Context: an optimization exercise on an open-source flow, tuned for a short achievable clock period and few clock cycles. The choices shown serve that exercise and are no tape-out recipe. Function was checked by simulation only, so behaviour that the tests miss may differ from the original.

==> flow/design.v <==
package cache_pkg;
	typedef logic [16-1:0]   word_t;
	typedef logic [9-1:0]    tag_t;
	typedef logic [3-1:0]  index_t;
	typedef logic [3-1:0] offset_t;
	typedef union packed {
		word_t [8-1:0]          words;
		logic [(8 * 16)/8-1:0][7:0]        bytes;
	} line_u;
	typedef struct packed {
		logic                     valid;    
		logic                     write;
		logic [16-1:0] addr;
		word_t                    wdata;
		logic [1:0]               byte_en;  
	} cpu_req_t;
	typedef struct packed {
		logic  valid;
		word_t rdata;     
	} cpu_rsp_t;
	typedef struct packed {
		logic                     valid;
		logic                     write;    
		logic [16-1:0] addr;     
		line_u                    data;
	} pmem_req_t;
	typedef struct packed {
		logic  ack;
		line_u data;      
	} pmem_rsp_t;
	typedef struct packed {
		logic                   load_req;
		logic [2-1:0] way_we;
		logic                   fill_sel;   
		logic                   dirty_in;
		logic                   wb_way;
	} dp_ctrl_t;
	typedef struct packed {
		logic [2-1:0] hit;
		logic [2-1:0] valid;
		logic [2-1:0] dirty;
		logic                   req_write;
		index_t                 req_index;
	} dp_status_t;
endpackage
`timescale 1ns/1ps
module cache_top (
	input  logic                      clk,
	input  logic                      rst_n,
	input  logic                      cpu_req_valid,
	input  logic                      cpu_req_write,
	input  logic [16-1:0]  cpu_req_addr,
	input  logic [16-1:0]  cpu_req_wdata,
	input  logic [1:0]                cpu_req_byte_en,
	output logic                      cpu_rsp_valid,
	output logic [16-1:0]  cpu_rsp_rdata,
	output logic                      credit,
	output logic                      pmem_req_valid,
	output logic                      pmem_req_write,
	output logic [16-1:0]  pmem_req_addr,
	output logic [(8 * 16)-1:0]  pmem_req_data,
	input  logic                      pmem_rsp_ack,
	input  logic [(8 * 16)-1:0]  pmem_rsp_data
);
	localparam int LW = (8 * 16);
	localparam int TW = 9;
	localparam int NS = (1 << 3);
	typedef enum logic [1:0] {
		S_IDLE,      
		S_WB,        
		S_FILL,      
		S_COMMIT     
	} state_e;
	state_e state_q;
	logic [LW-1:0] data_q [2][NS];
	logic [TW-1:0] tag_q  [2][NS];
	logic [NS-1:0] valid_q [2];
	logic [NS-1:0] dirty_q [2];
	logic [NS-1:0] lru_q;           
	logic          req_write_q;
	logic [15:0]   req_addr_q;
	logic [15:0]   req_wdata_q;
	logic [1:0]    req_be_q;
	logic          way_q;           
	logic          rsp_q;
	logic          credit_q;
	logic [15:0]   rdata_q;
	logic          pv_q;
	logic          pw_q;
	logic [11:0]   pa_q;
	logic [LW-1:0] pd_q;
	assign cpu_rsp_valid  = rsp_q;
	assign credit         = credit_q;
	assign cpu_rsp_rdata  = rdata_q;
	assign pmem_req_valid = pv_q;
	assign pmem_req_write = pw_q;
	assign pmem_req_addr  = {pa_q, 4'h0};
	assign pmem_req_data  = pd_q;
	logic [NS-1:0] vic_way;
	logic [NS-1:0] vic_dirty;
	logic [LW-1:0] vic_line [NS];
	logic [TW-1:0] vic_tag  [NS];
	always_comb begin
		for (int s = 0; s < NS; s++) begin
			if (!valid_q[0][s])      vic_way[s] = 1'b0;
			else if (!valid_q[1][s]) vic_way[s] = 1'b1;
			else                     vic_way[s] = lru_q[s];
			vic_dirty[s] = vic_way[s] ? (valid_q[1][s] && dirty_q[1][s])
			                          : (valid_q[0][s] && dirty_q[0][s]);
			vic_line[s]  = vic_way[s] ? data_q[1][s] : data_q[0][s];
			vic_tag[s]   = vic_way[s] ? tag_q[1][s] : tag_q[0][s];
		end
	end
	logic [TW-1:0] in_tag;
	logic [2:0]    in_idx;
	logic [2:0]    in_off;
	logic          idle;
	logic [NS-1:0] in_sel [2];      
	logic          in_hit0, in_hit1, in_hit;
	logic [15:0]   in_word;
	assign idle   = state_q == S_IDLE;
	assign in_tag = cpu_req_addr[15:7];
	assign in_idx = cpu_req_addr[6:4];
	assign in_off = cpu_req_addr[3:1];
	always_comb begin
		in_word = '0;
		for (int w = 0; w < 2; w++) begin
			for (int s = 0; s < NS; s++) begin
				in_sel[w][s] = valid_q[w][s] && (tag_q[w][s] == in_tag) && (in_idx == 3'(s));
				in_word = in_word | ({16{in_sel[w][s]}} & data_q[w][s][in_off*16 +: 16]);
			end
		end
	end
	assign in_hit0 = |in_sel[0];
	assign in_hit1 = |in_sel[1];
	assign in_hit  = in_hit0 || in_hit1;
	logic [TW-1:0] r_tag;
	logic [2:0]    r_idx;
	logic [2:0]    r_off;
	assign r_tag = req_addr_q[15:7];
	assign r_idx = req_addr_q[6:4];
	assign r_off = req_addr_q[3:1];
	always_ff @(posedge clk or negedge rst_n) begin
		if (!rst_n) begin
			state_q  <= S_IDLE;
			rsp_q    <= 1'b0;
			credit_q <= 1'b0;
			pv_q     <= 1'b0;
		end else begin
			rsp_q    <= 1'b0;
			credit_q <= 1'b0;
			case (state_q)
				S_IDLE: begin
					if (cpu_req_valid) begin
						if (in_hit) begin
							rsp_q    <= 1'b1;
							credit_q <= 1'b1;
							state_q  <= S_COMMIT;
						end else begin
							pv_q     <= 1'b1;
							state_q  <= vic_dirty[in_idx] ? S_WB : S_FILL;
						end
					end
				end
				S_WB: begin
					if (pmem_rsp_ack) state_q <= S_FILL;
				end
				S_FILL: begin
					if (pmem_rsp_ack) begin
						pv_q     <= 1'b0;
						rsp_q    <= 1'b1;
						credit_q <= 1'b1;
						state_q  <= S_COMMIT;
					end
				end
				S_COMMIT: begin
					state_q <= S_IDLE;
				end
				default: state_q <= S_IDLE;
			endcase
		end
	end
	logic wb_open;
	assign wb_open = state_q == S_WB && !pmem_rsp_ack;
	always_ff @(posedge clk) begin
		rdata_q <= (state_q == S_FILL) ? pmem_rsp_data[r_off*16 +: 16] : in_word;
		pd_q    <= idle ? vic_line[in_idx] : vic_line[r_idx];
		if (idle) begin
			req_write_q <= cpu_req_write;
			req_addr_q  <= cpu_req_addr;
			req_wdata_q <= cpu_req_wdata;
			req_be_q    <= cpu_req_byte_en;
			way_q       <= in_hit ? in_hit1 : vic_way[in_idx];
			pw_q        <= vic_dirty[in_idx];
			pa_q        <= vic_dirty[in_idx] ? {vic_tag[in_idx], in_idx} : cpu_req_addr[15:4];
		end else begin
			pw_q        <= wb_open;
			pa_q        <= wb_open ? {vic_tag[r_idx], r_idx} : req_addr_q[15:4];
		end
	end
	logic [NS-1:0] sel [2];
	logic [15:0]   wr_byte;         
	for (genvar w = 0; w < 2; w++) begin : g_sel
		for (genvar s = 0; s < NS; s++) begin : g_set
			assign sel[w][s] = (way_q == w[0]) && (r_idx == s[2:0]);
		end
	end
	for (genvar k = 0; k < 16; k++) begin : g_byte
		assign wr_byte[k] = req_write_q && req_be_q[k % 2] && (r_off == 3'(k / 2));
	end
	logic fill_we;
	assign fill_we = state_q == S_FILL && pmem_rsp_ack;
	logic [NS-1:0] csel_q [2];
	always_ff @(posedge clk or negedge rst_n) begin
		if (!rst_n) begin
			csel_q[0] <= '0;
			csel_q[1] <= '0;
		end else begin
			for (int w = 0; w < 2; w++) begin
				for (int s = 0; s < NS; s++) begin
					csel_q[w][s] <= (idle && cpu_req_valid && in_sel[w][s]) || (fill_we && sel[w][s]);
				end
			end
		end
	end
	always_ff @(posedge clk) begin
		for (int w = 0; w < 2; w++) begin
			for (int s = 0; s < NS; s++) begin
				if (fill_we && sel[w][s]) begin
					data_q[w][s] <= pmem_rsp_data;
					tag_q[w][s]  <= r_tag;
				end
				if (csel_q[w][s]) begin
					for (int k = 0; k < 16; k++) begin
						if (wr_byte[k]) data_q[w][s][k*8 +: 8] <= req_wdata_q[(k % 2)*8 +: 8];
					end
				end
			end
		end
	end
	always_ff @(posedge clk or negedge rst_n) begin
		if (!rst_n) begin
			valid_q[0] <= '0;
			valid_q[1] <= '0;
			dirty_q[0] <= '0;
			dirty_q[1] <= '0;
		end else begin
			for (int w = 0; w < 2; w++) begin
				for (int s = 0; s < NS; s++) begin
					if (fill_we && sel[w][s]) begin
						valid_q[w][s] <= 1'b1;
						dirty_q[w][s] <= 1'b0;
					end
					if (csel_q[w][s] && req_write_q) dirty_q[w][s] <= 1'b1;
				end
			end
		end
	end
	always_ff @(posedge clk or negedge rst_n) begin
		if (!rst_n) begin
			lru_q <= '0;
		end else if (state_q == S_COMMIT) begin
			lru_q[r_idx] <= !way_q;
		end
	end
endmodule
make LEC_CHECK=0 ABC_CLOCK_PERIOD_IN_PS=2500 CAP_MARGIN=20 CORE_MARGIN=2 CORE_UTILIZATION=45 CTS_CLUSTER_DIAMETER=150 CTS_CLUSTER_SIZE=40 SETUP_SLACK_MARGIN=4.2 SLEW_MARGIN=20 finish   # period 7.0 ns
run.sh (not shown) runs the stock make flow with config.mk's settings and CLKGATE_MAP_FILE= SYNTH_SCRIPT=/design/flow/synth_recipe.tcl, a recipe that flattens the netlist after the stock synthesis.
The starting point ended with an error in global routing.
Testbench counts at the start, summed over its fixed seeds: cycles 79,926.
Change:
--- a/flow/config.mk
+++ b/flow/config.mk
@@ -6,10 +6,10 @@
 export NUM_CORES = 4
 export LEC_CHECK = 0
-export ABC_CLOCK_PERIOD_IN_PS = 2500
+export ABC_CLOCK_PERIOD_IN_PS = 1500
 export CAP_MARGIN = 20
 export CORE_MARGIN = 2
-export CORE_UTILIZATION = 45
+export CORE_UTILIZATION = 30
 export CTS_CLUSTER_DIAMETER = 150
 export CTS_CLUSTER_SIZE = 40
-export SETUP_SLACK_MARGIN = 4.2
+export SETUP_SLACK_MARGIN = 4.1
 export SLEW_MARGIN = 20
What happened:
- The new run ended with an error in global routing with GRT-0232
- synthesized area is unchanged
- synthesized cell count does not change
